Background: an optimization exercise with open tools, aiming at small area, a short achievable clock period and few clock cycles per item. Do not read the settings as production practice.
At most, simulation tests tie the RTL to the original design; equivalence was not proved.
No activity file was given, so power comes from the tool's default toggle rates.

==> job 4516: inputs <==
==> flow/design.v <==
`default_nettype none
package lbm_pkg;
  localparam int q_dirs = 9;
endpackage
`default_nettype wire
`default_nettype none
module moment_add #(
  parameter int W = 33
) (
  input  logic [W-1:0] a,
  input  logic [W-1:0] b,
  input  logic         cin,
  output logic [W-1:0] s,
  output logic         cout
);
  localparam int N  = W + 1;
  localparam int LV = $clog2(N);
  logic [N-1:0] gi, pi, g, p, gn, pn;
  always_comb begin
    gi = {a & b, cin};
    pi = {a ^ b, 1'b0};
    g  = gi;
    p  = pi;
    for (int l = 0; l < LV; l++) begin
      gn = g;
      pn = p;
      for (int i = 0; i < N; i++) begin
        if (i >= (1 << l)) begin
          gn[i] = g[i] | (p[i] & g[i - (1 << l)]);
          pn[i] = p[i] & p[i - (1 << l)];
        end
      end
      g = gn;
      p = pn;
    end
    s    = pi[N-1:1] ^ g[N-2:0];
    cout = g[N-1];
  end
endmodule
module moment_add_bk #(
  parameter int W = 33
) (
  input  logic [W-1:0] a,
  input  logic [W-1:0] b,
  input  logic         cin,
  output logic [W-1:0] s,
  output logic         cout
);
  localparam int N  = W + 1;
  localparam int LV = $clog2(N);
  logic [N-1:0] gi, pi;
  logic [N-1:0] g, p;
  logic [N-1:0] gn, pn;
  always_comb begin
    gi = {a & b, cin};
    pi = {a ^ b, 1'b0};
    g  = gi;
    p  = pi;
    for (int l = 1; l <= LV; l++) begin
      gn = g;
      pn = p;
      for (int i = 0; i < N; i++) begin
        if (((i + 1) % (1 << l)) == 0) begin
          gn[i] = g[i] | (p[i] & g[i - (1 << (l - 1))]);
          pn[i] = p[i] & p[i - (1 << (l - 1))];
        end
      end
      g = gn;
      p = pn;
    end
    for (int l = LV - 1; l >= 1; l--) begin
      gn = g;
      pn = p;
      for (int i = 0; i < N; i++) begin
        if (((i + 1) % (1 << l)) == (1 << (l - 1)) && i >= (1 << l)) begin
          gn[i] = g[i] | (p[i] & g[i - (1 << (l - 1))]);
          pn[i] = p[i] & p[i - (1 << (l - 1))];
        end
      end
      g = gn;
      p = pn;
    end
    s    = pi[N-1:1] ^ g[N-2:0];
    cout = g[N-1];
  end
endmodule
`default_nettype wire
`default_nettype none
module fp_divider (
  input  logic               clock_50,
  input  logic               m_idle,
  input  logic               m_abs,
  input  logic               m_step,
  input  logic               m_fin,
  input  logic               n_acc,      
  input  logic               n_abs,
  input  logic               n_step,
  input  logic               n_fin,
  input  logic               full,       
  input  logic               hi_en,      
  input  logic               zero_div,
  input  logic               sa_low,     
  input  logic               sa_step,    
  input  logic               sb_term,    
  input  logic               sb_rho,     
  input  logic               sb_low,     
  input  logic               acc_sub_next,  
  input  logic [31:0]        term,
  input  logic signed [31:0] rho,
  output logic               short_ok,   
  output logic               neg,        
  output logic               ovf,
  output logic [31:0]        quotient
);
  logic [31:0] rem;
  logic [32:0] low;
  logic        x;          
  logic        mag_small;  
  logic        sgn;
  logic        hi;
  logic        r_ovf;      
  logic [32:0] op_a;
  logic [32:0] op_b;
  logic [32:0] sum;
  logic        cout;
  logic        qbit;
  logic        too_big;
  assign neg = sgn ^ rho[31];
  assign op_a = ({1'b0, low[31:0]} & {33{sa_low}})
              | ({rem, low[32]}    & {33{sa_step}});
  assign op_b = (({term[31], term} & {33{sb_term}})
              |  ({rho[31], rho}   & {33{sb_rho}})
              |  (low              & {33{sb_low}})) ^ {33{x}};
  moment_add #(.W(33)) i_add (
    .a    (op_a),
    .b    (op_b),
    .cin  (x),
    .s    (sum),
    .cout (cout)
  );
  assign qbit     = ~sum[32];
  assign short_ok = mag_small && !r_ovf && (low[17:0] != '1);
  assign too_big  = hi || low[32] || (low[31] && (!neg || (low[30:0] != '0)));
  always_ff @(posedge clock_50) begin
    if (m_abs) rem <= full ? 32'b0 : {sum[26:0], 5'b0};
    else       rem <= sum[31:0];
    if (m_idle || (m_abs && !full) || (m_fin && (zero_div || too_big))) begin
      low <= '0;
    end else if (m_step) begin
      low <= {low[31:0], qbit};
    end else begin
      low <= {1'b0, sum[31:0]};
    end
    x <= (n_acc && acc_sub_next)
      || (n_abs && sum[31])
      || (n_step && (m_abs ? !rho[31] : qbit ^ rho[31]))
      || (n_fin && neg);
    if (m_abs) begin
      sgn       <= low[31];
      mag_small <= (low[31:26] == 6'b0) || (low[31:25] == 7'h7f);
    end
    if (m_abs) r_ovf <= 1'b0;
    else if (m_step && (sum[32] != sum[31])) r_ovf <= 1'b1;
    if (m_abs) hi <= 1'b0;
    else if (m_step && hi_en && qbit) hi <= 1'b1;
    if (m_idle) ovf <= 1'b0;
    else if (m_fin) ovf <= !zero_div && too_big;
  end
  assign quotient = low[31:0];
endmodule
`default_nettype wire
`default_nettype none
module lbm_moments #(
  parameter int DATA_WIDTH = 32,
  parameter int FRAC_BITS  = 24
) (
  input  logic                          clock_50,
  input  logic                          arst_n,
  input  logic                          req,
  input  logic [lbm_pkg::q_dirs*DATA_WIDTH-1:0]  fin,
  output logic                          ack,
  output logic signed [DATA_WIDTH-1:0]  rho,
  output logic signed [DATA_WIDTH-1:0]  ux,
  output logic signed [DATA_WIDTH-1:0]  uy,
  output logic                          dbz,
  output logic                          ovf_x,
  output logic                          ovf_y
);
  logic        m_idle, m_acc, m_abs, m_step, m_fin, m_ack;
  logic        n_idle, n_acc, n_abs, n_step, n_fin, n_ack;
  logic        full;
  logic [5:0]  cnt;
  logic        last_step;
  logic        redo;
  logic        done_pos;
  logic        sa_low, sa_step, sb_rho, sb_low;
  logic        sbt_x, sbt_y;
  logic [8:1]  tsel;
  logic [8:1]  nsel;
  logic [31:0] term;
  logic [31:0] term_next;
  logic        px_en_n, px_sub_n, py_en_n, py_sub_n;
  logic [31:0] rho_r;
  logic        dbz_r;
  logic        ok_x, ok_y;
  logic        neg_x, neg_y;
  logic        hi_en;
  logic [31:0] ux_q, uy_q;
  logic [31:0] rho_sum;
  assign ack = m_ack;
  assign rho = rho_r;
  assign dbz = dbz_r;
  assign ux  = ux_q;
  assign uy  = uy_q;
  assign nsel = m_idle ? 8'b0000_0001 : {tsel[7:1], 1'b0};
  always_comb begin
    term_next = '0;
    for (int i = 1; i <= 8; i++) begin
      term_next = term_next | (fin[32*i +: 32] & {32{nsel[i]}});
    end
  end
  assign px_en_n  = nsel[1] | nsel[3] | nsel[5] | nsel[6] | nsel[7] | nsel[8];
  assign px_sub_n = nsel[3] | nsel[6] | nsel[7];
  assign py_en_n  = nsel[2] | nsel[4] | nsel[5] | nsel[6] | nsel[7] | nsel[8];
  assign py_sub_n = nsel[4] | nsel[7] | nsel[8];
  assign last_step = full ? (cnt == 6'd57) : (cnt == 6'd19);
  assign redo      = !full && !(ok_x && ok_y);
  assign done_pos  = !full && !neg_x && !neg_y;
  assign hi_en     = full && (cnt <= 6'd24);
  always_comb begin
    n_idle = m_idle && !req || m_ack && !req || m_step && last_step && redo;
    n_acc  = m_idle && req || m_acc && !tsel[8];
    n_abs  = m_acc && tsel[8];
    n_step = m_abs || m_step && !last_step;
    n_fin  = m_step && last_step && !redo && !done_pos;
    n_ack  = m_step && last_step && !redo && done_pos || m_fin || m_ack && req;
  end
  fp_divider div_ux (
    .clock_50     (clock_50),
    .m_idle       (m_idle),
    .m_abs        (m_abs),
    .m_step       (m_step),
    .m_fin        (m_fin),
    .n_acc        (n_acc),
    .n_abs        (n_abs),
    .n_step       (n_step),
    .n_fin        (n_fin),
    .full         (full),
    .hi_en        (hi_en),
    .zero_div     (dbz_r),
    .sa_low       (sa_low),
    .sa_step      (sa_step),
    .sb_term      (sbt_x),
    .sb_rho       (sb_rho),
    .sb_low       (sb_low),
    .acc_sub_next (px_sub_n),
    .term         (term),
    .rho          (rho_r),
    .short_ok     (ok_x),
    .neg          (neg_x),
    .ovf          (ovf_x),
    .quotient     (ux_q)
  );
  fp_divider div_uy (
    .clock_50     (clock_50),
    .m_idle       (m_idle),
    .m_abs        (m_abs),
    .m_step       (m_step),
    .m_fin        (m_fin),
    .n_acc        (n_acc),
    .n_abs        (n_abs),
    .n_step       (n_step),
    .n_fin        (n_fin),
    .full         (full),
    .hi_en        (hi_en),
    .zero_div     (dbz_r),
    .sa_low       (sa_low),
    .sa_step      (sa_step),
    .sb_term      (sbt_y),
    .sb_rho       (sb_rho),
    .sb_low       (sb_low),
    .acc_sub_next (py_sub_n),
    .term         (term),
    .rho          (rho_r),
    .short_ok     (ok_y),
    .neg          (neg_y),
    .ovf          (ovf_y),
    .quotient     (uy_q)
  );
  moment_add_bk #(.W(32)) i_rho_add (
    .a    (rho_r),
    .b    (term),
    .cin  (1'b0),
    .s    (rho_sum),
    .cout ()
  );
  always_ff @(posedge clock_50) begin
    if (m_idle) rho_r <= fin[0 +: 32];
    else        rho_r <= rho_sum;
    term <= term_next;
    tsel <= nsel;
    if (m_abs) dbz_r <= (rho_r == '0);
    if (m_abs) cnt <= 6'd1;
    else       cnt <= cnt + 6'd1;
    sa_low  <= n_acc;
    sa_step <= n_step;
    sb_rho  <= n_step;
    sb_low  <= n_abs || n_fin || n_ack;
    sbt_x   <= n_acc && px_en_n;
    sbt_y   <= n_acc && py_en_n;
  end
  always_ff @(posedge clock_50 or negedge arst_n) begin
    if (!arst_n) begin
      m_idle <= 1'b1;
      m_acc  <= 1'b0;
      m_abs  <= 1'b0;
      m_step <= 1'b0;
      m_fin  <= 1'b0;
      m_ack  <= 1'b0;
      full   <= 1'b0;
    end else begin
      m_idle <= n_idle;
      m_acc  <= n_acc;
      m_abs  <= n_abs;
      m_step <= n_step;
      m_fin  <= n_fin;
      m_ack  <= n_ack;
      if (m_step && last_step) full <= redo;
    end
  end
endmodule
`default_nettype wire
==> flow/flow/run.sh <==
#!/bin/bash
set -e
cp standard.sh standard.sh.txt
export BUFFER_PORTS_ARGS="-buffer_cell sky130_fd_sc_hd__buf_1"
bash standard.sh MATCH_CELL_FOOTPRINT=0 finish > standard.log 2>&1
==> flow/standard.sh <==
#!/bin/bash
# synth_recipe.tcl (not shown) runs the flow's synth.tcl, then flattens the netlist and writes it again
# the make line also repeats each setting of config.mk as NAME=value (left out here)
make -C /OpenROAD-flow-scripts/flow DESIGN_CONFIG=/design/flow/config.mk WORK_HOME=/design/flow/orfs CLKGATE_MAP_FILE= SYNTH_SCRIPT=/design/flow/synth_recipe.tcl "${@:-finish}"
==> flow/config.mk <==
export PLATFORM = sky130hd
export DESIGN_NAME = lbm_moments
export DESIGN_NICKNAME = lbm_moments
export VERILOG_FILES = /design/flow/design.v
export SDC_FILE = /design/flow/constraint.sdc
export NUM_CORES = 4
export LEC_CHECK = 0
export ABC_CLOCK_PERIOD_IN_PS = 3000
export CAP_MARGIN = 20
export CORE_MARGIN = 2
export CORE_UTILIZATION = 40
export SETUP_SLACK_MARGIN = 5
export SLEW_MARGIN = 20
export TNS_END_PERCENT = 0
==> flow/constraint.sdc <==
create_clock -name core_clock -period 8.0 [get_ports {clock_50}]
set_input_delay 1.6000 -clock core_clock [delete_from_list [all_inputs] [get_ports {clock_50}]]
set_output_delay 1.6000 -clock core_clock [all_outputs]
set_load 0.01 [all_outputs]
==> job 950 (differences from job 4516) <==
--- a/flow/design.v
+++ b/flow/design.v
@@ -37,53 +37,6 @@
     cout = g[N-1];
   end
 endmodule
-module moment_add_bk #(
-  parameter int W = 33
-) (
-  input  logic [W-1:0] a,
-  input  logic [W-1:0] b,
-  input  logic         cin,
-  output logic [W-1:0] s,
-  output logic         cout
-);
-  localparam int N  = W + 1;
-  localparam int LV = $clog2(N);
-  logic [N-1:0] gi, pi;
-  logic [N-1:0] g, p;
-  logic [N-1:0] gn, pn;
-  always_comb begin
-    gi = {a & b, cin};
-    pi = {a ^ b, 1'b0};
-    g  = gi;
-    p  = pi;
-    for (int l = 1; l <= LV; l++) begin
-      gn = g;
-      pn = p;
-      for (int i = 0; i < N; i++) begin
-        if (((i + 1) % (1 << l)) == 0) begin
-          gn[i] = g[i] | (p[i] & g[i - (1 << (l - 1))]);
-          pn[i] = p[i] & p[i - (1 << (l - 1))];
-        end
-      end
-      g = gn;
-      p = pn;
-    end
-    for (int l = LV - 1; l >= 1; l--) begin
-      gn = g;
-      pn = p;
-      for (int i = 0; i < N; i++) begin
-        if (((i + 1) % (1 << l)) == (1 << (l - 1)) && i >= (1 << l)) begin
-          gn[i] = g[i] | (p[i] & g[i - (1 << (l - 1))]);
-          pn[i] = p[i] & p[i - (1 << (l - 1))];
-        end
-      end
-      g = gn;
-      p = pn;
-    end
-    s    = pi[N-1:1] ^ g[N-2:0];
-    cout = g[N-1];
-  end
-endmodule
 `default_nettype wire
 `default_nettype none
 module fp_divider (
@@ -206,7 +159,6 @@
   logic        neg_x, neg_y;
   logic        hi_en;
   logic [31:0] ux_q, uy_q;
-  logic [31:0] rho_sum;
   assign ack = m_ack;
   assign rho = rho_r;
   assign dbz = dbz_r;
@@ -287,16 +239,9 @@
     .ovf          (ovf_y),
     .quotient     (uy_q)
   );
-  moment_add_bk #(.W(32)) i_rho_add (
-    .a    (rho_r),
-    .b    (term),
-    .cin  (1'b0),
-    .s    (rho_sum),
-    .cout ()
-  );
   always_ff @(posedge clock_50) begin
     if (m_idle) rho_r <= fin[0 +: 32];
-    else        rho_r <= rho_sum;
+    else        rho_r <= rho_r + term;
     term <= term_next;
     tsel <= nsel;
     if (m_abs) dbz_r <= (rho_r == '0);
==> flow/flow/run.sh (replaced) <==
#!/bin/bash
set -e
cp standard.sh standard.sh.txt
export BUFFER_PORTS_ARGS="-buffer_cell sky130_fd_sc_hd__buf_1"
bash standard.sh > standard.log 2>&1
TNS_END_PERCENT = default   (was 0)
==> run summary <==
|  | job 4516 | job 950 |
|---|---|---|
| Worst hold slack | 476 ps | 439 ps |
| Cell occurring most often along the worst timing path | sky130_fd_sc_hd__a21o_1 | sky130_fd_sc_hd__a211oi_2 |
| Place WS | 3440 ps | 3780 ps |
| Final non-filler cell total | 2,657 | 2,976 |
| Synth Cell Area | 0.0158 mm2 | 0.0164 mm2 |
| Register share of the cell area | 25.5% | 21.5% |
| Initial standard-cell utilization of the core | 40.7% | 40.3% |
| Share of the synthesized netlist area taken by xor and xnor gates | 8.66% | 8.39% |
| Fraction of synthesized cell area taken by the top area cell type | 28.1% | 27.0% |
| DP Area | 0.0172 mm2 | 0.0180 mm2 |
| Sequential group power | 2.79 mW | 2.87 mW |
| Clock-cell share of area | 4.81% | 4.43% |
| Cell Rows | 72 | 74 |
| # diodes | 4 | 5 |
| Met2 Use GR | 57.2% | 64.9% |
| Mapped Avg Cell Area | 8.60 um2 | 8.22 um2 |
| Result of the run | complete, no violations | complete, no violations |
| Combinational cell power | 6.09 mW | 9.14 mW |
| Clock group | 1.27 mW | 1.37 mW |
| Fraction of layout instances using a drive strength above 1 | 9.27% | 22.0% |
Testbench counts of job 4516, summed over its fixed seeds: cycles 11,803, items 384.
Function not checked in job 950: the RTL went through the layout flow alone.

[afterwards: timing with drivers on the ports]
In the flow no input, the clock included, has a driving cell. The finished layouts below were timed again as built, in two steps.
Step 1: set_driving_cell puts a clkbuf_16 on clock_50 and a buf_2 on each other input, an assumption about the parent block.
Step 2 times the ports against the registers' clock, not the clock port: input delays grow and output delays shrink by t, the midpoint of the rising clock arrivals with the driver on.
Slacks: ideal ports / drivers / drivers and shift; pairs: ideal ports / drivers.
run | shift t [ns] | setup slack, ns | worst setup path at the end | worst slew at a driven data input, ns
job 4516 | 0.620 | 4.285 / 4.285 / 4.285 | register to register | 0.15
job 950 | 0.627 | 4.325 / 4.325 / 4.325 | register to register | 0.19
After both steps setup and hold are still met in every run listed.
